Context: an optimization exercise on an open-source flow, tuned for a short achievable clock period and few clock cycles. The choices shown serve that exercise and are no tape-out recipe.
In this exercise RTL edits were held to simulation tests only and were not proved equivalent to the original.
Power is estimated from default activity; no workload was simulated.

<file path="flow/standard.sh">
#!/bin/bash
# synth_recipe.tcl (not shown) runs the flow's synth.tcl, then flattens the netlist and writes it again
# the make line also repeats each setting of config.mk as NAME=value (left out here)
make -C /OpenROAD-flow-scripts/flow DESIGN_CONFIG=/design/flow/config.mk WORK_HOME=/design/flow/orfs CLKGATE_MAP_FILE= SYNTH_SCRIPT=/design/flow/synth_recipe.tcl "${@:-finish}"
</file>
<file path="flow/design.v">
package cpuPkg;
    typedef logic [31:0] wordT;       
    typedef logic [4:0]  regIdxT;     
    typedef logic [5:0]  opcodeT;     
    typedef logic [5:0]  functT;      
    localparam opcodeT OpRType = 6'b000000;   
    localparam opcodeT OpAddi  = 6'b001000;   
    localparam opcodeT OpLw    = 6'b100011;   
    localparam opcodeT OpSw    = 6'b101011;   
    localparam opcodeT OpBeq   = 6'b000100;   
    localparam opcodeT OpBne   = 6'b000101;   
    localparam opcodeT OpJ     = 6'b000010;   
    typedef enum logic [2:0] {
        AluAnd = 3'b000,       
        AluOr  = 3'b001,       
        AluAdd = 3'b010,       
        AluSub = 3'b110,       
        AluSlt = 3'b111        
    } aluOpE;
    typedef struct packed {
        logic  aluSrc;         
        logic  regDst;         
        logic  memWrite;       
        logic  memRead;        
        logic  beq;            
        logic  bne;            
        logic  jump;           
        logic  memToReg;       
        logic  regWrite;       
        aluOpE aluOp;          
    } ctrlS;
    typedef struct packed {
        logic write;           
        wordT addr;            
        wordT wdata;           
    } memReqS;
endpackage
`timescale 1ns/1ps
module claBlock (
    input  logic [15:0] a,
    input  logic [15:0] b,
    output logic [15:0] sum,
    output logic        cout
);
    logic [15:0] g [5];
    logic [15:0] p [5];
    assign g[0] = a & b;
    assign p[0] = a ^ b;
    for (genvar l = 0; l < 4; l++) begin : genLevel
        for (genvar i = 0; i < 16; i++) begin : genBit
            if (i >= (1 << l)) begin : genMerge
                assign g[l+1][i] = g[l][i] | (p[l][i] & g[l][i - (1 << l)]);
                assign p[l+1][i] = p[l][i] & p[l][i - (1 << l)];
            end else begin : genPass
                assign g[l+1][i] = g[l][i];
                assign p[l+1][i] = p[l][i];
            end
        end
    end
    assign sum  = p[0] ^ {g[4][14:0], 1'b0};
    assign cout = g[4][15];
endmodule
`timescale 1ns/1ps
module aluCla (
    input  logic [31:0] a,
    input  logic [31:0] b,
    input  logic        opAdd,
    input  logic        opSub,
    input  logic        opAnd,
    input  logic        opOr,
    input  logic        opSlt,
    output logic [31:0] result
);
    logic [31:0] sum;
    logic [31:0] diff;
    logic        less;
    assign sum  = a + b;
    assign diff = a - b;
    assign less = (a[31] ^ b[31]) ? a[31] : diff[31];
    assign result = ({32{opAdd}} & sum) |
                    ({32{opSub}} & diff) |
                    ({32{opAnd}} & (a & b)) |
                    ({32{opOr}}  & (a | b)) |
                    {31'd0, opSlt & less};
endmodule
`timescale 1ns/1ps
module fetchUnit (
    input  logic [29:0] pc,
    input  logic [31:0] instr,
    output logic [29:0] pc1,
    output logic [29:0] brTgt,
    output logic [29:0] jTgt
);
    logic [13:0] hiM1;
    logic [13:0] hi0;
    logic [13:0] hiP1;
    logic [15:0] lo;
    logic        carry;
    fetchHigh fetchHigh_inst (
        .pc   (pc),
        .pc1  (pc1),
        .hiM1 (hiM1),
        .hi0  (hi0),
        .hiP1 (hiP1)
    );
    claBlock claBlock_inst (
        .a    (pc1[15:0]),
        .b    (instr[15:0]),
        .sum  (lo),
        .cout (carry)
    );
    fetchSelect fetchSelect_inst (
        .carry (carry),
        .sign  (instr[15]),
        .hiM1  (hiM1),
        .hi0   (hi0),
        .hiP1  (hiP1),
        .hi    (brTgt[29:16])
    );
    assign brTgt[15:0] = lo;
    assign jTgt        = {pc1[29:26], instr[25:0]};
endmodule
module fetchHigh (
    input  logic [29:0] pc,
    output logic [29:0] pc1,
    output logic [13:0] hiM1,
    output logic [13:0] hi0,
    output logic [13:0] hiP1
);
    assign pc1  = pc + 30'd1;
    assign hi0  = pc1[29:16];
    assign hiP1 = pc1[29:16] + 14'd1;
    assign hiM1 = pc1[29:16] - 14'd1;
endmodule
module fetchSelect (
    input  logic        carry,
    input  logic        sign,
    input  logic [13:0] hiM1,
    input  logic [13:0] hi0,
    input  logic [13:0] hiP1,
    output logic [13:0] hi
);
    always_comb begin
        if (carry & ~sign) begin
            hi = hiP1;
        end else if (~carry & sign) begin
            hi = hiM1;
        end else begin
            hi = hi0;
        end
    end
endmodule
module pcSelect (
    input  logic [29:0] pc,
    input  logic [29:0] pc1,
    input  logic [29:0] jTgt,
    input  logic [29:0] brTgt,
    input  logic [29:0] alt,
    input  logic        mispredict,
    input  logic        hold,
    input  logic        jump,
    input  logic        pred,
    output logic [29:0] nextPc
);
    logic [29:0] early;
    logic        takeBr;
    always_comb begin
        if (mispredict) begin
            early = alt;
        end else if (hold) begin
            early = pc;
        end else if (jump) begin
            early = jTgt;
        end else begin
            early = pc1;
        end
    end
    assign takeBr = pred & ~jump & ~hold & ~mispredict;
    assign nextPc = takeBr ? brTgt : early;
endmodule
`timescale 1ns/1ps
module registerFile (
    input  logic [1023:0] regs,      
    input  logic [31:1]   sel,       
    output logic [31:0]   data
);
    always_comb begin
        data = '0;
        for (int i = 1; i < 32; i++) begin
            data = data | (regs[32*i +: 32] & {32{sel[i]}});
        end
    end
endmodule
module regSelect (
    input  logic [4:0]  idx,
    output logic [31:1] sel
);
    for (genvar i = 1; i < 32; i++) begin : genSel
        assign sel[i] = (idx == i);
    end
endmodule
module bypassMux (
    input  logic [31:0] rf,
    input  logic [31:0] exRes,
    input  logic [31:0] memRes,
    input  logic        hitE,
    input  logic        hitM,
    output logic [31:0] data
);
    logic [31:0] early;
    assign early = hitM ? memRes : rf;
    assign data  = hitE ? exRes : early;
endmodule
`timescale 1ns/1ps
module cpuCore #(
    parameter cpuPkg::wordT ResetPc = 32'h0000_0000
) (
    input  logic   Clk,
    input  logic   reset,
    output cpuPkg::wordT   imemAddr,
    input  cpuPkg::wordT   imemData,
    output logic   memReqWrite,    
    output cpuPkg::wordT   memReqAddr,     
    output cpuPkg::wordT   memReqWdata,    
    output logic   memReqValid,
    input  logic   memReqReady,
    input  cpuPkg::wordT   memRdata
);
    localparam logic [5:0] FnAdd = 6'b100000;
    localparam logic [5:0] FnSub = 6'b100010;
    localparam logic [5:0] FnAnd = 6'b100100;
    localparam logic [5:0] FnOr  = 6'b100101;
    localparam logic [5:0] FnSlt = 6'b101010;
    logic [29:0] pcF;            
    logic        validE;
    logic [31:0] aE;             
    logic [31:0] bE;             
    logic [31:0] cE;             
    logic [4:0]  destE;
    logic        wrE;            
    logic        loadE;
    logic        storeE;
    logic        beqE;
    logic        bneE;
    logic        predE;
    logic        staticE;        
    logic [5:0]  bhtIdxE;
    logic [29:0] altE;           
    logic        opAddE;
    logic        opSubE;
    logic        opAndE;
    logic        opOrE;
    logic        opSltE;
    logic        memValidM;      
    logic        writeM;
    logic [31:0] addrM;          
    logic [31:0] wdataM;
    logic [4:0]  destM;
    logic        wrM;
    logic        loadM;
    logic [31:0] regs [1:31];
    logic [1:0]  bht [64];       
    logic freeze;                
    logic mispredict;
    logic loadUse;
    assign freeze = memValidM & ~memReqReady;
    logic [31:0] ir;
    logic [5:0]  op;
    logic        jF;
    logic        beqF;
    logic        bneF;
    logic        sameF;
    logic        brF;
    logic        staticF;
    logic        predF;
    logic [29:0] pc1F;
    logic [29:0] jTgtF;
    logic [29:0] bTgtF;
    logic [29:0] nextF;
    assign ir       = imemData;
    assign imemAddr = {pcF, 2'b00};
    assign op       = ir[31:26];
    assign jF       = (op == cpuPkg::OpJ);
    assign beqF     = (op == cpuPkg::OpBeq);
    assign bneF     = (op == cpuPkg::OpBne);
    assign sameF    = (ir[25:21] == ir[20:16]);
    assign brF      = (beqF | bneF) & ~sameF;
    assign staticF  = ir[15];
    assign predF    = (beqF & sameF) | (brF & (staticF ^ bht[pcF[5:0]][1]));
    fetchUnit fetchUnit_inst (
        .pc    (pcF),
        .instr (ir),
        .pc1   (pc1F),
        .brTgt (bTgtF),
        .jTgt  (jTgtF)
    );
    pcSelect pcSelect_inst (
        .pc         (pcF),
        .pc1        (pc1F),
        .jTgt       (jTgtF),
        .brTgt      (bTgtF),
        .alt        (altE),
        .mispredict (mispredict),
        .hold       (loadUse),
        .jump       (jF),
        .pred       (predF),
        .nextPc     (nextF)
    );
    always_ff @(posedge Clk) begin
        if (reset) begin
            pcF <= ResetPc[31:2];
        end else if (!freeze) begin
            pcF <= nextF;
        end
    end
    logic [5:0]  fn;
    logic [4:0]  rs;
    logic [4:0]  rt;
    logic [4:0]  rd;
    logic [31:0] imm;
    logic        rType;
    logic        addi;
    logic        lw;
    logic        sw;
    logic        fnAdd;
    logic        fnSub;
    logic        fnAnd;
    logic        fnOr;
    logic        fnSlt;
    logic        rKnown;
    logic        useRs;
    logic        useRt;
    logic        useImm;
    logic [4:0]  dest;
    logic        wr;
    logic [31:0] exRes;          
    logic [31:0] memRes;         
    logic        hitAE;
    logic        hitAM;
    logic        hitBE;
    logic        hitBM;
    logic [1023:0] regsFlat;
    logic [31:1] selA;
    logic [31:1] selB;
    logic [31:0] rfA;
    logic [31:0] rfB;
    logic [31:0] valA;
    logic [31:0] valB;
    assign fn    = ir[5:0];
    assign rs    = ir[25:21];
    assign rt    = ir[20:16];
    assign rd    = ir[15:11];
    assign imm   = {{16{ir[15]}}, ir[15:0]};
    assign rType  = (op == cpuPkg::OpRType);
    assign addi   = (op == cpuPkg::OpAddi);
    assign lw     = (op == cpuPkg::OpLw);
    assign sw     = (op == cpuPkg::OpSw);
    assign fnAdd  = rType & (fn == FnAdd);
    assign fnSub  = rType & (fn == FnSub);
    assign fnAnd  = rType & (fn == FnAnd);
    assign fnOr   = rType & (fn == FnOr);
    assign fnSlt  = rType & (fn == FnSlt);
    assign rKnown = fnAdd | fnSub | fnAnd | fnOr | fnSlt;
    assign useRs  = rKnown | addi | lw | sw | beqF | bneF;
    assign useRt  = rKnown | sw | beqF | bneF;
    assign useImm = addi | lw | sw;
    assign dest   = rType ? rd : rt;
    assign wr     = (rKnown | addi | lw) & (dest != 5'd0);
    assign memRes = loadM ? memRdata : addrM;
    assign hitAE = validE & wrE & (destE == rs);
    assign hitAM = wrM & (destM == rs);
    assign hitBE = validE & wrE & (destE == rt);
    assign hitBM = wrM & (destM == rt);
    assign regsFlat[31:0] = 32'd0;
    for (genvar i = 1; i < 32; i++) begin : genFlat
        assign regsFlat[32*i +: 32] = regs[i];
    end
    regSelect selectA (
        .idx (rs),
        .sel (selA)
    );
    regSelect selectB (
        .idx (rt),
        .sel (selB)
    );
    registerFile readA (
        .regs (regsFlat),
        .sel  (selA),
        .data (rfA)
    );
    registerFile readB (
        .regs (regsFlat),
        .sel  (selB),
        .data (rfB)
    );
    bypassMux bypassA (
        .rf     (rfA),
        .exRes  (exRes),
        .memRes (memRes),
        .hitE   (hitAE),
        .hitM   (hitAM),
        .data   (valA)
    );
    bypassMux bypassB (
        .rf     (rfB),
        .exRes  (exRes),
        .memRes (memRes),
        .hitE   (hitBE),
        .hitM   (hitBM),
        .data   (valB)
    );
    assign loadUse = validE & loadE &
                     ((useRs & (destE == rs)) | (useRt & (destE == rt)));
    always_ff @(posedge Clk) begin
        if (reset) begin
            validE <= 1'b0;
        end else if (!freeze) begin
            validE <= ~mispredict & ~loadUse;
        end
    end
    always_ff @(posedge Clk) begin
        if (!freeze) begin
            aE      <= valA;
            bE      <= useImm ? imm : valB;
            cE      <= valB;
            destE   <= dest;
            wrE     <= wr;
            loadE   <= lw;
            storeE  <= sw;
            beqE    <= beqF;
            bneE    <= bneF;
            predE   <= predF | jF;
            staticE <= staticF;
            bhtIdxE <= pcF[5:0];
            altE    <= (predF | jF) ? pc1F : bTgtF;
            opAddE  <= fnAdd | addi | lw | sw;
            opSubE  <= fnSub;
            opAndE  <= fnAnd;
            opOrE   <= fnOr;
            opSltE  <= fnSlt;
        end
    end
    logic takenE;
    aluCla aluCla_inst (
        .a      (aE),
        .b      (bE),
        .opAdd  (opAddE),
        .opSub  (opSubE),
        .opAnd  (opAndE),
        .opOr   (opOrE),
        .opSlt  (opSltE),
        .result (exRes)
    );
    assign takenE     = beqE ? (aE == bE) : (aE != bE);
    assign mispredict = validE & (beqE | bneE) & (takenE ^ predE);
    always_ff @(posedge Clk) begin
        if (reset) begin
            for (int i = 0; i < 64; i++) begin
                bht[i] <= 2'd1;
            end
        end else if (!freeze && validE && (beqE || bneE)) begin
            if (takenE == staticE) begin
                if (bht[bhtIdxE] != 2'd0) bht[bhtIdxE] <= bht[bhtIdxE] - 2'd1;
            end else begin
                if (bht[bhtIdxE] != 2'd3) bht[bhtIdxE] <= bht[bhtIdxE] + 2'd1;
            end
        end
    end
    always_ff @(posedge Clk) begin
        if (reset) begin
            memValidM <= 1'b0;
            wrM       <= 1'b0;
        end else if (!freeze) begin
            memValidM <= validE & (loadE | storeE);
            wrM       <= validE & wrE;
        end
    end
    always_ff @(posedge Clk) begin
        if (!freeze) begin
            writeM <= storeE;
            addrM  <= exRes;
            wdataM <= cE;
            destM  <= destE;
            loadM  <= loadE;
        end
    end
    assign memReqValid = memValidM;
    assign memReqWrite = writeM;
    assign memReqAddr  = addrM;
    assign memReqWdata = wdataM;
    always_ff @(posedge Clk) begin
        if (reset) begin
            for (int i = 1; i < 32; i++) begin
                regs[i] <= '0;
            end
        end else if (wrM) begin
            regs[destM] <= memRes;
        end
    end
endmodule
</file>
<file path="flow/config.mk">
export PLATFORM = sky130hd
export DESIGN_NAME = cpuCore
export DESIGN_NICKNAME = cpuCore
export VERILOG_FILES = /design/flow/design.v
export SDC_FILE = /design/flow/constraint.sdc
export NUM_CORES = 4
export LEC_CHECK = 0
export CAP_MARGIN = 20
export CORE_MARGIN = 2
export CORE_UTILIZATION = 40
export SLEW_MARGIN = 20
export SYNTH_HIERARCHICAL = 1
</file>
<file path="flow/constraint.sdc">
create_clock -name core_clock -period 10.5 [get_ports {Clk}]
set_input_delay 2.1000 -clock core_clock [delete_from_list [all_inputs] [get_ports {Clk}]]
set_output_delay 2.1000 -clock core_clock [all_outputs]
set_load 0.01 [all_outputs]
</file>
<file path="flow/flow/run.sh">
#!/bin/bash
set -euo pipefail
export SETUP_SLACK_MARGIN=7
bash standard.sh > standard.log 2>&1
</file>
==> results of run 1 <==
cells by family after synthesis:
logic type | count (synthesis) | share of synthesized area
adder cells (fa/ha/maj) | 118 | 0.0205
AND/OR/NAND/NOR | 2258 | 0.140
buffers and inverters | 790 | 0.0488
other | 1 | 0.0000511
XOR/XNOR | 134 | 0.0161
AO/OA/AOI/OAI | 1556 | 0.163
flip-flops | 1385 | 0.561
multiplexers | 290 | 0.0507
layer usage:
layer  global-route usage  vias to the layer above  part of all wire
li1                     -                    25900                 -
met1                0.421                    32100              0.33
met2                0.493                     6040              0.40
met3                0.165                     1823              0.16
met4                0.275                       36              0.10
met5              0.00989                        -            0.0016
registers in the layout, summed over array words and instances (netlist names), 5 cells and up, named ones only:
name / cells
regs: 992
bht: 128
aE: 32
addrM: 32
bE: 32
cE: 32
wdataM: 32
altE: 30
pcF: 30
bhtIdxE: 6
destE: 5
destM: 5
synth_stat cells (all sizes together) (50+ instances only):
| library cell | n |
|---|---|
| mux2 | 79 |
| a22oi | 776 |
| nand2 | 351 |
| a21oi | 157 |
| o21ai | 133 |
| or4 | 69 |
| nor3 | 100 |
| a22o | 64 |
| nand3 | 179 |
| xnor2 | 100 |
| buf | 153 |
| nand2b | 52 |
| edfxtp | 1340 |
| a221oi | 77 |
| nor2 | 1180 |
| clkbuf | 472 |
| inv | 163 |
| mux2i | 161 |
| nand4 | 174 |
| a222oi | 94 |
| mux4 | 50 |
| o21bai | 78 |
| ha | 114 |
final timing paths:
kind              slack, ps          from        end
setup reg to reg       6220         bE[0]     bE[31]
hold reg to reg         410         cE[9]  wdataM[9]
setup / recovery       6030  imemData[17]     bE[31]
hold / removal          410         cE[9]  wdataM[9]
repair_timing:
action | 4_1_cts | 5_1_grt
setup buffers | 336 | 144
gates resized for setup | 1338 | 262
gates cloned | 84 | 18
endpoints found under the setup margin | 1424 | 1434
pin swaps | 185 | 176
per-module statistics from Yosys (local to each module, per instance):
module,cell area (µm²),copies in the design,flops+latches,cells inside
pcSelect,1030,1,0,143
fetchUnit,225,1,0,30
regSelect,218,2,0,46
fetchSelect,484,1,0,47
claBlock,777,1,0,103
registerFile,5330,2,0,733
cpuCore,52100,1,1385,3492
bypassMux,714,2,0,107
fetchHigh,1560,1,0,227
aluCla,4730,1,0,718
area by class of cell:
class                      instances  area (µm²)  area share
sequential                      1385       41300       0.436
multi-input combinational       4386       34000       0.360
timing repair buffer             897       10700       0.113
clock buffer                     184        3990      0.0422
tap                             2385        2980      0.0315
clock inverter                    93         970      0.0103
inverter                         165         634     0.00671
antenna                           24        60.1    0.000635
metrics by stage:
step,utilization,instances,instance area [µm²]
global route,0.518,9510,94600
CTS,0.501,9333,91600
detailed placement,0.432,8636,78900
floorplan,-,6533,75600
finish,0.518,9519,94600
global placement,0.431,8634,78800
power groups by stage:
stage	combinational (µW)	clock (µW)	sequential, µW
6_report	3200	5460	6620
5_1_grt	3250	5650	6640
2_1_floorplan	1430	0	6640
4_1_cts	2880	5440	6610
3_3_place_gp	2370	0	6760
3_5_place_dp	2400	0	6770
critical path: stages:
cell       delay (ps)
buf_12            110
nand3b_1          120
buf_6             130
nor2_4             80
buf_6             140
bufbuf_16         290
a22oi_1           170
nand4_1           600
or4_1             770
mux2i_2           250
o21ai_4           120
nand2_1           100
nand2_1            60
==> results.rst, run 1 <==
.. list-table::
   :header-rows: 1

   * - Metric
     - Value
   * - Count of pins on the block boundary
     - 165
   * - Most used flip-flop cell after synthesis
     - edfxtp_1
   * - Detailed placement HPWL
     - 184000 µm
   * - Leading area contributor after synthesis
     - edfxtp_1
   * - Height of the chip
     - 432 µm
   * - Synth area leaders
     - edfxtp_1 55%, a22oi_1 7.9%, nor2_1 6.0%
   * - Clock slew at the register clock pins of the worst setup and hold paths
     - 60 ps
   * - Final-report setup violation count
     - 0
   * - First-pass GRT wire length
     - 469000 µm
   * - Static Leakage
     - 0.0335 µW
   * - Vias per Instance
     - 6.92
   * - CTS Root Buffer Type
     - clkbuf_16
   * - Max Cap Violations
     - 0
   * - Worst hold path type
     - register to register
   * - Initial DRC Count
     - 12900
   * - Switching power as a share of total power
     - 0.309
   * - WP data required
     - 11110 ps
   * - Overall fraction of global-route tracks in use
     - 0.355
   * - Avg Inst Size Synth
     - 11.2 µm²
   * - Share of total power in sequential cells
     - 0.433
   * - Number of distinct library cells after synthesis
     - 111
   * - Number of clock sinks
     - 1385
   * - Leading cell type in the layout, fill and taps excluded
     - edfxtp_1
   * - Internal cell power
     - 10600 µW
   * - Flop and latch count out of synthesis
     - 1385
   * - Total number of nets in the final design
     - 7173
   * - Number of input and output port buffers inserted
     - 162
   * - Area enclosed by the die boundary
     - 187000 µm²
   * - Fill cell instance count of the final layout
     - 15300
   * - Total Wirelength
     - 349000 µm
   * - Worst VDD drop
     - 0.180 mV
   * - Vias in the first global route
     - 60700
   * - Number of antenna violations at the first check in global routing
     - 34
   * - Clk buf depth
     - 3
   * - Final count of pins violating max slew
     - 0
   * - Pin count of the biggest net entering global routing
     - 150
   * - Most used cells in the layout excluding fill and tap cells
     - 1340 x edfxtp_1, 1106 x nor2_1, 625 x a22oi_1, 410 x buf_4, 336 x nand2_1
   * - Post-DR wirelength/cell
     - 36.7 µm
   * - Clock tree from TritonCTS
     - yes
   * - Cell count of the worst reg-to-reg path
     - 20
   * - Classification of the worst setup path
     - input port to register
   * - CTS Hold Buffers Added
     - 0
   * - Count of antenna-violating nets left after detailed routing
     - 0
   * - Worst slew margin relative to its limit
     - 0.231
   * - Count of warnings emitted by yosys
     - 13
   * - Area overhead of the layout relative to synthesis
     - 28.9%
   * - Total power
     - 15300 µW
   * - Worst hold slack
     - 410 ps
   * - Critical path fanouts, max
     - 7
   * - Area of the placeable core
     - 183000 µm²
   * - Routability cong.
     - 0.970
   * - Number of DRC violations after detailed routing
     - 0
   * - Insertion delay to the later sink of the worst-skew pair
     - 880 ps
   * - Maximum clock frequency
     - 0.224 GHz
   * - Element type at the critical path start
     - input port
   * - Comb pwr share
     - 0.209
   * - Total global routing overflow
     - 0
   * - Cell count of the worst hold path
     - 0
   * - Horizontal extent of the die
     - 432 µm
   * - Worst clock skew on the final layout
     - 56.8 ps
   * - Power density over the cells
     - 161 nW/µm²
   * - Async SR Flop Fraction
     - 0
   * - Final hold vios
     - 0
   * - Post-Synthesis Cell Area
     - 73400 µm²
   * - Overall via count from detail_route
     - 65900
   * - Final worst path period need
     - 4470 ps
   * - Number of buffers inserted during clock tree synthesis
     - 153
   * - Worst-margin pin slew
     - 1150 ps
   * - Status
     - finished clean
   * - Worst setup slack after placement
     - 4310 ps
   * - Final worst setup slack
     - 6030 ps
   * - Total iterations of the first detailed-routing run
     - 12
   * - Share of total power in the clock network
     - 0.357
   * - Part of the Yosys area used for sequential elements
     - 0.561
   * - Share of the synthesized area in the top cell type
     - 0.548
   * - Row cnt
     - 157
   * - Worst endpoint data arrival time
     - 5080 ps
   * - Layout cells sized above 1
     - 0.298
   * - Critical path endpoint category
     - register
   * - Syn Inst Count
     - 6532
   * - Unrepaired setup endpoints after global routing
     - true
   * - Number of enable-type register cells in the synthesized netlist
     - 1340
   * - Net switching power of the design
     - 4720 µW
   * - Initial core utilization
     - 0.402
   * - Fraction of the cycle the final worst path needs
     - 0.426
   * - H-tree lvl count
     - 4
   * - Sum Neg Setup Slack
     - 0 ps
Testbench counts, summed over its fixed seeds: cycles 67,490.
==> run 2, diff against run 1 <==
--- a/flow/design.v
+++ b/flow/design.v
@@ -43,21 +43,101 @@
     output logic        cout
 );
-    logic [15:0] g [5];
-    logic [15:0] p [5];
-    assign g[0] = a & b;
-    assign p[0] = a ^ b;
-    for (genvar l = 0; l < 4; l++) begin : genLevel
-        for (genvar i = 0; i < 16; i++) begin : genBit
-            if (i >= (1 << l)) begin : genMerge
-                assign g[l+1][i] = g[l][i] | (p[l][i] & g[l][i - (1 << l)]);
-                assign p[l+1][i] = p[l][i] & p[l][i - (1 << l)];
-            end else begin : genPass
-                assign g[l+1][i] = g[l][i];
-                assign p[l+1][i] = p[l][i];
-            end
+    ksAdder #(.W(16), .L(4), .CIN(1'b0)) adder_inst (
+        .a    (a),
+        .b    (b),
+        .sum  (sum),
+        .cout (cout)
+    );
+endmodule
+module ksFirst #(
+    parameter int W   = 32,
+    parameter bit CIN = 1'b0
+) (
+    input  logic [W-1:0] a,
+    input  logic [W-1:0] b,
+    output logic [W-1:0] p,
+    output logic [W-1:0] g,
+    output logic [W-1:0] q
+);
+    logic [W-1:0] t;
+    assign p = a ^ b;
+    assign t = a | b;
+    if (CIN) begin : genCin1
+        assign g[0] = a[0] | b[0];
+        assign g[1] = (a[1] & b[1]) | (t[1] & a[0]) | (t[1] & b[0]);
+    end else begin : genCin0
+        assign g[0] = a[0] & b[0];
+        assign g[1] = (a[1] & b[1]) | (t[1] & a[0] & b[0]);
+    end
+    assign q[0] = t[0];
+    assign q[1] = t[1] & t[0];
+    for (genvar i = 2; i < W; i++) begin : genBit
+        assign g[i] = (a[i] & b[i]) | (t[i] & a[i-1] & b[i-1]);
+        assign q[i] = t[i] & t[i-1];
+    end
+endmodule
+module ksLevel #(
+    parameter int W = 32,
+    parameter int D = 2
+) (
+    input  logic [W-1:0] gIn,
+    input  logic [W-1:0] qIn,
+    output logic [W-1:0] gOut,
+    output logic [W-1:0] qOut
+);
+    for (genvar i = 0; i < W; i++) begin : genBit
+        if (i >= D) begin : genMerge
+            assign gOut[i] = gIn[i] | (qIn[i] & gIn[i-D]);
+            assign qOut[i] = qIn[i] & qIn[i-D];
+        end else begin : genPass
+            assign gOut[i] = gIn[i];
+            assign qOut[i] = qIn[i];
         end
     end
-    assign sum  = p[0] ^ {g[4][14:0], 1'b0};
-    assign cout = g[4][15];
+endmodule
+module ksSum #(
+    parameter int W   = 32,
+    parameter bit CIN = 1'b0
+) (
+    input  logic [W-1:0] p,          
+    input  logic [W-1:0] carry,      
+    output logic [W-1:0] sum
+);
+    assign sum = p ^ {carry[W-2:0], CIN};
+endmodule
+module ksAdder #(
+    parameter int W   = 32,
+    parameter int L   = 5,           
+    parameter bit CIN = 1'b0
+) (
+    input  logic [W-1:0] a,
+    input  logic [W-1:0] b,
+    output logic [W-1:0] sum,
+    output logic         cout
+);
+    logic [W-1:0] p;
+    logic [W-1:0] g [L+1];
+    logic [W-1:0] q [L+1];
+    ksFirst #(.W(W), .CIN(CIN)) first_inst (
+        .a (a),
+        .b (b),
+        .p (p),
+        .g (g[1]),
+        .q (q[1])
+    );
+    for (genvar l = 1; l < L; l++) begin : genLevel
+        ksLevel #(.W(W), .D(1 << l)) level_inst (
+            .gIn  (g[l]),
+            .qIn  (q[l]),
+            .gOut (g[l+1]),
+            .qOut (q[l+1])
+        );
+    end
+    ksSum #(.W(W), .CIN(CIN)) sum_inst (
+        .p     (p),
+        .carry (g[L]),
+        .sum   (sum)
+    );
+    assign cout = g[L][W-1];
 endmodule
 `timescale 1ns/1ps
@@ -75,6 +155,18 @@
     logic [31:0] diff;
     logic        less;
-    assign sum  = a + b;
-    assign diff = a - b;
+    logic unusedAdd;
+    logic unusedSub;
+    ksAdder #(.W(32), .L(5), .CIN(1'b0)) addInst (
+        .a    (a),
+        .b    (b),
+        .sum  (sum),
+        .cout (unusedAdd)
+    );
+    ksAdder #(.W(32), .L(5), .CIN(1'b1)) subInst (
+        .a    (a),
+        .b    (~b),
+        .sum  (diff),
+        .cout (unusedSub)
+    );
     assign less = (a[31] ^ b[31]) ? a[31] : diff[31];
     assign result = ({32{opAdd}} & sum) |
@@ -164,9 +256,8 @@
 );
     logic [29:0] early;
+    logic [29:0] guess;
     logic        takeBr;
     always_comb begin
-        if (mispredict) begin
-            early = alt;
-        end else if (hold) begin
+        if (hold) begin
             early = pc;
         end else if (jump) begin
@@ -176,20 +267,66 @@
         end
     end
-    assign takeBr = pred & ~jump & ~hold & ~mispredict;
-    assign nextPc = takeBr ? brTgt : early;
+    assign takeBr = pred & ~jump & ~hold;
+    assign guess  = takeBr ? brTgt : early;
+    assign nextPc = mispredict ? alt : guess;
 endmodule
 `timescale 1ns/1ps
 module registerFile (
     input  logic [1023:0] regs,      
-    input  logic [31:1]   sel,       
+    input  logic [31:1]   sel,
     output logic [31:0]   data
 );
+    logic [31:0] grp [4];
+    logic [31:0] lo;
+    logic [31:0] hi;
+    for (genvar k = 0; k < 4; k++) begin : genGroup
+        regGroup regGroup_inst (
+            .regs (regs[256*k +: 256]),
+            .sel  ((k == 0) ? {sel[7:1], 1'b0} : sel[8*k +: 8]),
+            .data (grp[k])
+        );
+    end
+    regNor2 norLo (
+        .a (grp[0]),
+        .b (grp[1]),
+        .y (lo)
+    );
+    regNor2 norHi (
+        .a (grp[2]),
+        .b (grp[3]),
+        .y (hi)
+    );
+    regNand2 nandOut (
+        .a (lo),
+        .b (hi),
+        .y (data)
+    );
+endmodule
+module regGroup (
+    input  logic [255:0] regs,
+    input  logic [7:0]   sel,
+    output logic [31:0]  data
+);
     always_comb begin
         data = '0;
-        for (int i = 1; i < 32; i++) begin
+        for (int i = 0; i < 8; i++) begin
             data = data | (regs[32*i +: 32] & {32{sel[i]}});
         end
     end
 endmodule
+module regNor2 (
+    input  logic [31:0] a,
+    input  logic [31:0] b,
+    output logic [31:0] y
+);
+    assign y = ~(a | b);
+endmodule
+module regNand2 (
+    input  logic [31:0] a,
+    input  logic [31:0] b,
+    output logic [31:0] y
+);
+    assign y = ~(a & b);
+endmodule
 module regSelect (
     input  logic [4:0]  idx,
@@ -244,4 +381,6 @@
     logic        bneE;
     logic        predE;
+    logic        brE;            
+    logic        flipE;          
     logic        staticE;        
     logic [5:0]  bhtIdxE;
@@ -331,4 +470,5 @@
     logic        useRs;
     logic        useRt;
+    logic        useRtAny;
     logic        useImm;
     logic [4:0]  dest;
@@ -410,6 +550,6 @@
         .data   (valB)
     );
-    assign loadUse = validE & loadE &
-                     ((useRs & (destE == rs)) | (useRt & (destE == rt)));
+    assign useRtAny = (~op[1] & ~op[3]) | (op[5] & op[3]);
+    assign loadUse  = validE & loadE & ((destE == rs) | (useRtAny & (destE == rt)));
     always_ff @(posedge Clk) begin
         if (reset) begin
@@ -431,4 +571,6 @@
             bneE    <= bneF;
             predE   <= predF | jF;
+            brE     <= beqF | bneF;
+            flipE   <= bneF ^ (predF | jF);
             staticE <= staticF;
             bhtIdxE <= pcF[5:0];
@@ -453,5 +595,5 @@
     );
     assign takenE     = beqE ? (aE == bE) : (aE != bE);
-    assign mispredict = validE & (beqE | bneE) & (takenE ^ predE);
+    assign mispredict = validE & brE & ((aE == bE) ^ flipE);
     always_ff @(posedge Clk) begin
         if (reset) begin
==> run 2 against run 1 <==
Effect of this change: synthesized cell count increased by 10%; first-iteration DRC count decreased by 7.4%; non-clock buffer count decreased by 155; hold slack improved by 9.5 ps; clock-buffer cell count increased by 4; area after synthesis increased by 6.5%; maximum frequency increased by 5.8%; sequential power about the same; global-route usage decreased by 3.4 points; clock skew decreased by 2.4 ps; largest cell class unchanged.
==> results.rst, run 2 <==
.. list-table::
   :header-rows: 1

   * - Metric
     - Value
   * - Syn Inst Count
     - 7188
   * - Insertion delay to the later sink of the worst-skew pair
     - 830 ps
   * - CTS Hold Buffers Added
     - 0
   * - Routing usage on met2
     - 0.463
   * - Post-Synthesis Cell Area
     - 78100 µm²
   * - Met1 track demand over resource in global routing
     - 0.417
   * - Area overhead of the layout relative to synthesis
     - 22.8%
   * - Number of buffers inserted during clock tree synthesis
     - 147
   * - Worst reg2reg setup slack
     - 6760 ps
   * - Switching power as a share of total power
     - 0.304
   * - Hold path startpoint
     - cE[30]
   * - Count of antenna-violating nets left after detailed routing
     - 0
   * - Critical-path cell with the highest stage delay
     - nand4_1
   * - Worst hold path type
     - register to register
   * - Critical path endpoint category
     - register
   * - Static Leakage
     - 0.0344 µW
   * - Total global routing overflow
     - 0
   * - CTS Root Buffer Type
     - clkbuf_16
   * - Fill cell instance count of the final layout
     - 16900
   * - Horizontal extent of the die
     - 446 µm
   * - Final core utilization
     - 0.493
   * - Crit path max-delay family
     - simple AND/OR/NAND/NOR gates
   * - Post-DR wirelength/cell
     - 33.1 µm
   * - Pin count of the biggest net entering global routing
     - 75
   * - Worst VDD drop
     - 0.145 mV
   * - Detailed placement HPWL
     - 189000 µm
   * - Max incr delay on CP
     - 500 ps
   * - Final count of pins violating max slew
     - 0
   * - Classification of the worst setup path
     - input port to register
   * - Avg Inst Size Synth
     - 10.9 µm²
   * - First-pass GRT wire length
     - 459000 µm
   * - Initial DRC Count
     - 11900
   * - Worst R2R End
     - bE[0]
   * - Routing usage on met3
     - 0.110
   * - Clock tree from TritonCTS
     - yes
   * - Worst reg2reg path startpoint
     - bE[2]
   * - Clock slew at the register clock pins of the worst setup and hold paths
     - 60 ps
   * - Initial core utilization
     - 0.401
   * - Height of the chip
     - 446 µm
   * - Critical path fanouts, max
     - 8
   * - Fraction of the cycle the final worst path needs
     - 0.403
   * - Cell count of the worst reg-to-reg path
     - 14
   * - Total Wirelength
     - 337000 µm
   * - Overall fraction of global-route tracks in use
     - 0.321
   * - WP data required
     - 11030 ps
   * - Area of the placeable core
     - 195000 µm²
   * - Terminating pin of the worst hold path
     - wdataM[30]
   * - Share of total power in the clock network
     - 0.353
   * - Layout cells sized above 1
     - 0.271
   * - Clk buf depth
     - 3
   * - Maximum clock frequency
     - 0.237 GHz
   * - Number of antenna violations at the first check in global routing
     - 11
   * - Number of flip-flops under the largest register name
     - 992
   * - Number of DRC violations after detailed routing
     - 0
   * - Share of total power in sequential cells
     - 0.449
   * - Cell count of the worst hold path
     - 0
   * - Total buffers and inverters traversed by the critical path
     - 5
   * - Status
     - finished clean
   * - Post-DP Area
     - 82200 µm²
   * - Most used cells in the layout excluding fill and tap cells
     - 1341 x edfxtp_1, 1173 x nor2_1, 788 x a22oi_1, 320 x buf_4, 305 x nand2_1
   * - Final hold vios
     - 0
   * - Sum Neg Setup Slack
     - 0 ps
   * - Area enclosed by the die boundary
     - 199000 µm²
   * - Vias in the first global route
     - 62700
   * - Element type at the critical path start
     - input port
   * - Internal cell power
     - 10300 µW
   * - Number of clock sinks
     - 1386
   * - Total number of nets in the final design
     - 7746
   * - Power density over the cells
     - 154 nW/µm²
   * - Worst endpoint data arrival time
     - 4750 ps
   * - Number of input and output port buffers inserted
     - 162
   * - Total iterations of the first detailed-routing run
     - 12
   * - Sequence of cells on the critical path
     - buf_6, buf_12, buf_6, nand2b_4, buf_12, nor2_4, buf_16, a22oi_2, nand4_1, nor2_4, nand2_2, mux2i_1, o21ai_1, nand2_1, nand2_1
   * - Worst clock skew on the final layout
     - 54.4 ps
   * - Count of pins on the block boundary
     - 165
   * - Routability cong.
     - 0.999
   * - Comb pwr share
     - 0.198
   * - Net switching power of the design
     - 4490 µW
   * - Unrepaired setup endpoints after global routing
     - true
   * - Final worst path period need
     - 4230 ps
   * - Worst-margin pin slew
     - 1010 ps
   * - Overall via count from detail_route
     - 66800
   * - Biggest registers after layout
     - regs x992, bht x128
   * - Row cnt
     - 162
   * - GRT Max-Usage Layer
     - met2
   * - Count of warnings emitted by yosys
     - 21
   * - Vias per Instance
     - 6.56
   * - H-tree lvl count
     - 4
   * - Register name with the most flops
     - regs
   * - Total non-filler cell area in the finished layout
     - 95900 µm²
   * - Total power
     - 14800 µW
   * - Leading cell type in the layout, fill and taps excluded
     - edfxtp_1
   * - Final-report setup violation count
     - 0
   * - Max Cap Violations
     - 0
   * - Worst slew margin relative to its limit
     - 0.330
==> run 2: power by group through the flow <==
stage	Sequential, µW	Clock [µW]	Combinational [µW]
after floorplan	6610	0	1650
after global placement	6740	0	2410
after detailed placement	6740	0	2430
after CTS	6620	5190	2690
after global routing	6640	5400	3030
final	6620	5200	2930
==> run 2: how the worst max path moves through the flow <==
| stage | start | to | cells past startpoint |
|---|---|---|---|
| final | imemData[19] | bE[20] | 15 |
| after global routing | imemData[19] | bE[20] | 15 |
| after detailed placement | imemData[17] | bE[10] | 11 |
| after global placement | imemData[18] | bE[15] | 11 |
| after floorplan | memReqReady | bht[58][0] | 8 |
| after CTS | imemData[19] | bE[5] | 14 |
==> run 2: worst register-to-register path, stage by stage, from the launching register on <==
cell      delay, ps
edfxtp_1        510
inv_1           150
inv_1            70
ha_1            230
o31ai_2         270
a21o_1          280
a21o_1          300
a21o_1          220
a21o_1          170
xor2_1           90
mux2i_1         420
o221ai_2        290
nand2_1         120
o21ai_1          80
mux2_2          290
==> run 2: what timing repair did <==
item / 4_1_cts / 5_1_grt
setup buffers: 279 / 78
cloned: 81 / 26
pin swaps: 259 / 249
endpoints found under the setup margin: 1555 / 919
gates resized for setup: 1257 / 289
==> run 2: per-stage QoR <==
stage / cells / hold WS [ps] / setup WS [ps]
after floorplan: 7261 / 400 / 6550
after global placement: 9432 / 407 / 4400
after detailed placement: 9446 / 408 / 4460
after CTS: 10100 / 422 / 6660
after global routing: 10200 / 428 / 6370
final: 10200 / 420 / 6270
==> run 2: per-layer routing <==
layer,share of wire,wire [µm],vias to the layer above
li1,-,-,27200
met4,0.073,24500,8
met1,0.36,123000,32900
met3,0.15,50300,1203
met2,0.41,140000,5449
met5,0.00064,215,-
==> run 2: cell type report <==
cell class	count	area [µm²]	area share
flip-flops and latches	1386	41300	0.430
repair inverters	1	8.76	0.0000913
inverters	324	1230	0.0129
diodes	10	25.0	0.000261
clock inverters	74	689	0.00719
repair buffers	742	8590	0.0895
well taps	2542	3180	0.0332
multi-input cells	4915	37000	0.386
clock buffers	188	3930	0.0409
Testbench counts of run 2, summed over its fixed seeds: cycles 67,502.
==> run 3, diff against run 2 <==
==> flow/flow/run.sh (replaced) <==
#!/bin/bash
set -euo pipefail
export SETUP_SLACK_MARGIN=7.5
bash standard.sh > standard.log 2>&1
--- a/flow/config.mk
+++ b/flow/config.mk
@@ -8,5 +8,5 @@
 export CAP_MARGIN = 20
 export CORE_MARGIN = 2
-export CORE_UTILIZATION = 40
+export CORE_UTILIZATION = 35
 export SLEW_MARGIN = 20
 export SYNTH_HIERARCHICAL = 1
==> run 3 against run 2 <==
Effect of this change: clock skew about the same; largest cell class unchanged; worst setup slack worse by 160 ps; utilization fell by 1.1 points; hold slack got worse by 2.4 ps; maximum frequency down 3.6%; critical path depth shrank 1; critical endpoint is now bE[7]; sequential power hardly changed; sequential share of layout area fell by 4.5 points.
==> results.rst, run 3 <==
.. list-table::
   :header-rows: 1

   * - Metric
     - Value
   * - Status
     - finished clean
   * - H-tree lvl count
     - 4
   * - Post-Synthesis Cell Area
     - 78100 µm²
   * - Unrepaired setup endpoints after global routing
     - true
   * - Switching power as a share of total power
     - 0.313
   * - Fill cell instance count of the final layout
     - 19000
   * - WP data required
     - 11060 ps
   * - Insertion delay to the later sink of the worst-skew pair
     - 830 ps
   * - Sum Neg Setup Slack
     - 0 ps
   * - Worst clock skew on the final layout
     - 54.9 ps
   * - Syn Inst Count
     - 7188
   * - Height of the chip
     - 476 µm
   * - Worst endpoint data arrival time
     - 4940 ps
   * - Register name with the most flops
     - regs
   * - Sequence of cells on the critical path
     - buf_12, buf_12, or3b_4, buf_12, buf_12, nor2_4, buf_12, a22oi_1, nand4_1, nor2_1, nand2_1, mux2i_4, o21ai_2, mux2_2
   * - Clock slew at the register clock pins of the worst setup and hold paths
     - 60 ps
   * - Critical-path cell with the highest stage delay
     - nand4_1
   * - Area enclosed by the die boundary
     - 227000 µm²
   * - Clk buf depth
     - 3
   * - Vias in the first global route
     - 66700
   * - Max incr delay on CP
     - 530 ps
   * - Maximum clock frequency
     - 0.228 GHz
   * - CTS Root Buffer Type
     - clkbuf_16
   * - Overall fraction of global-route tracks in use
     - 0.306
   * - Share of total power in sequential cells
     - 0.423
   * - Number of input and output port buffers inserted
     - 162
   * - Power density over the cells
     - 146 nW/µm²
   * - Critical path fanouts, max
     - 6
   * - Initial DRC Count
     - 14000
   * - Final core utilization
     - 0.482
   * - Number of buffers inserted during clock tree synthesis
     - 152
   * - Count of warnings emitted by yosys
     - 21
   * - Number of non-filler instances in the completed layout
     - 11200
   * - Total iterations of the first detailed-routing run
     - 17
   * - Worst setup slack after placement
     - 4500 ps
   * - Vias per Instance
     - 6.56
   * - Number of antenna violations at the first check in global routing
     - 26
   * - Internal cell power
     - 10700 µW
   * - Crit path max-delay family
     - simple AND/OR/NAND/NOR gates
   * - Detailed placement HPWL
     - 196000 µm
   * - Leading cell type in the layout, fill and taps excluded
     - edfxtp_1
   * - Final worst path period need
     - 4380 ps
   * - Area overhead of the layout relative to synthesis
     - 37.0%
   * - Area of the placeable core
     - 222000 µm²
   * - Total Wirelength
     - 388000 µm
   * - Number of clock sinks
     - 1386
   * - Worst hold path type
     - register to register
   * - Count of antenna-violating nets left after detailed routing
     - 0
   * - Layout cells sized above 1
     - 0.357
   * - Max Cap Violations
     - 0
   * - Most prevalent standard cell on the critical path
     - buf_12
   * - Number of DRC violations after detailed routing
     - 0
   * - Static Leakage
     - 0.0394 µW
   * - Element type at the critical path start
     - input port
   * - Total buffers and inverters traversed by the critical path
     - 5
   * - Initial core utilization
     - 0.352
   * - Fraction of the cycle the final worst path needs
     - 0.417
   * - Biggest registers after layout
     - regs x992, bht x128
   * - Total global routing overflow
     - 0
   * - Footprint of the multi-input gates
     - 39700 µm²
   * - Final hold vios
     - 0
   * - Clock tree from TritonCTS
     - yes
   * - Routability cong.
     - 0.940
   * - Classification of the worst setup path
     - input port to register
   * - Worst-margin pin slew
     - 1400 ps
   * - Critical path endpoint category
     - register
   * - Final worst setup slack
     - 6120 ps
   * - Inst Count DP
     - 9866
   * - Total number of nets in the final design
     - 8320
   * - Net switching power of the design
     - 4900 µW
   * - Number of flip-flops under the largest register name
     - 992
   * - Avg Inst Size Synth
     - 10.9 µm²
   * - Final count of pins violating max slew
     - 0
   * - Pin count of the biggest net entering global routing
     - 75
   * - Final-report setup violation count
     - 0
   * - Post-DR wirelength/cell
     - 34.6 µm
   * - Share of total power in the clock network
     - 0.345
   * - Worst slew margin relative to its limit
     - 0.0636
   * - Row cnt
     - 173
   * - Overall via count from detail_route
     - 73500
   * - Comb pwr share
     - 0.232
   * - Count of pins on the block boundary
     - 165
   * - Most used cells in the layout excluding fill and tap cells
     - 1341 x edfxtp_1, 1139 x nor2_1, 731 x a22oi_1, 578 x buf_4, 326 x a22oi_2
   * - Worst VDD drop
     - 0.151 mV
   * - Combined flip-flop and latch cell area
     - 41300 µm²
   * - First-pass GRT wire length
     - 502000 µm
   * - Horizontal extent of the die
     - 476 µm
[run 3: worst register-to-register path, stage by stage (launching register included)]
cell	delay (ps)
dfxtp_4	500
mux4_2	570
mux4_2	500
nor2_1	150
a311oi_1	90
a21oi_2	270
xor2_2	280
o21ai_4	90
buf_12	130
nor2_4	100
buf_12	280
a221oi_2	130
o31ai_4	340
nand2_2	110
a21oi_2	200
[run 3: repair_timing]
action                     4_1_cts  5_1_grt
setup buffers                  658      236
setup endpoints to repair     2764     1393
gates resized for setup       1723      406
pin swaps                      433      286
hold buffers                     0        0
gates cloned                   116       36
[run 3: layout make-up]
type	instances	area share
clock inverter	73	0.00653
timing repair buffer	1290	0.151
tap	2975	0.0348
antenna	24	0.000561
clock buffer	203	0.0385
inverter	324	0.0116
multi-input combinational	4937	0.371
sequential	1386	0.386
[run 3: per-layer routing]
| layer | vias to the layer above | wire (µm) | track usage |
|---|---|---|---|
| li1 | 28400 | - | - |
| met1 | 35900 | 132000 | 0.378 |
| met2 | 7084 | 156000 | 0.443 |
| met3 | 2073 | 64500 | 0.126 |
| met4 | 38 | 34400 | 0.188 |
| met5 | - | 1540 | 0.0145 |
[run 3: final timing paths]
path / startpoint / endpoint / slack (ps) / cells after the start
max: imemData[18] / bE[7] / 6120 / 14
min: cE[28] / wdataM[28] / 420 / 0
max reg2reg: register / pcF[4] / 6670 / 14
min reg2reg: cE[28] / wdataM[28] / 420 / 0
[run 3: per-stage QoR]
step / total power (µW) / instance area (µm²) / hold WS [ps]
floorplan: 8290 / 81900 / 400
global placement: 9160 / 83100 / 406
detailed placement: 9190 / 83500 / 406
CTS: 15200 / 102000 / 421
global route: 15900 / 107000 / 429
finish: 15600 / 107000 / 417
[run 3: power by group through the flow]
stage	sequential, µW	combinational, µW	clock (µW)
2_1_floorplan	6620	1670	0
3_3_place_gp	6760	2410	0
3_5_place_dp	6770	2430	0
4_1_cts	6590	3220	5350
5_1_grt	6620	3700	5580
6_report	6610	3630	5400

what the ideal ports hide:
The flow's constraints put no driver on any port. The routed layouts listed below were extracted and timed again, unchanged, in two steps.
Step 1 (the two cells are an assumption about what drives the block):
set clk [get_ports {Clk}]
set_driving_cell -lib_cell sky130_fd_sc_hd__clkbuf_16 $clk
set_driving_cell -lib_cell sky130_fd_sc_hd__buf_2 [delete_from_list [all_inputs] $clk]
Step 2, shift: input delay + t, output delay - t, t = (earliest + latest rising clock arrival at the registers) / 2. This alone moves slack from input paths to output paths.
a / b / c = ideal ports / drivers / drivers and shift; a / b = the first two.
| run | shift t [ns] | slack for setup (ns) | clock arrival spread, ns |
|---|---|---|---|
| run 1 | 0.947 | 6.029 / 5.915 / 4.968 | 0.060 / 0.061 |
| run 2 | 0.901 | 6.274 / 6.331 / 5.431 | 0.055 / 0.055 |
| run 3 | 0.901 | 6.117 / 6.161 / 5.261 | 0.064 / 0.063 |
After both steps setup and hold are still met in every run listed. For run 1, which loses most, drivers alone change the setup slack by -0.114 ns; drivers and shift together by -1.061 ns.
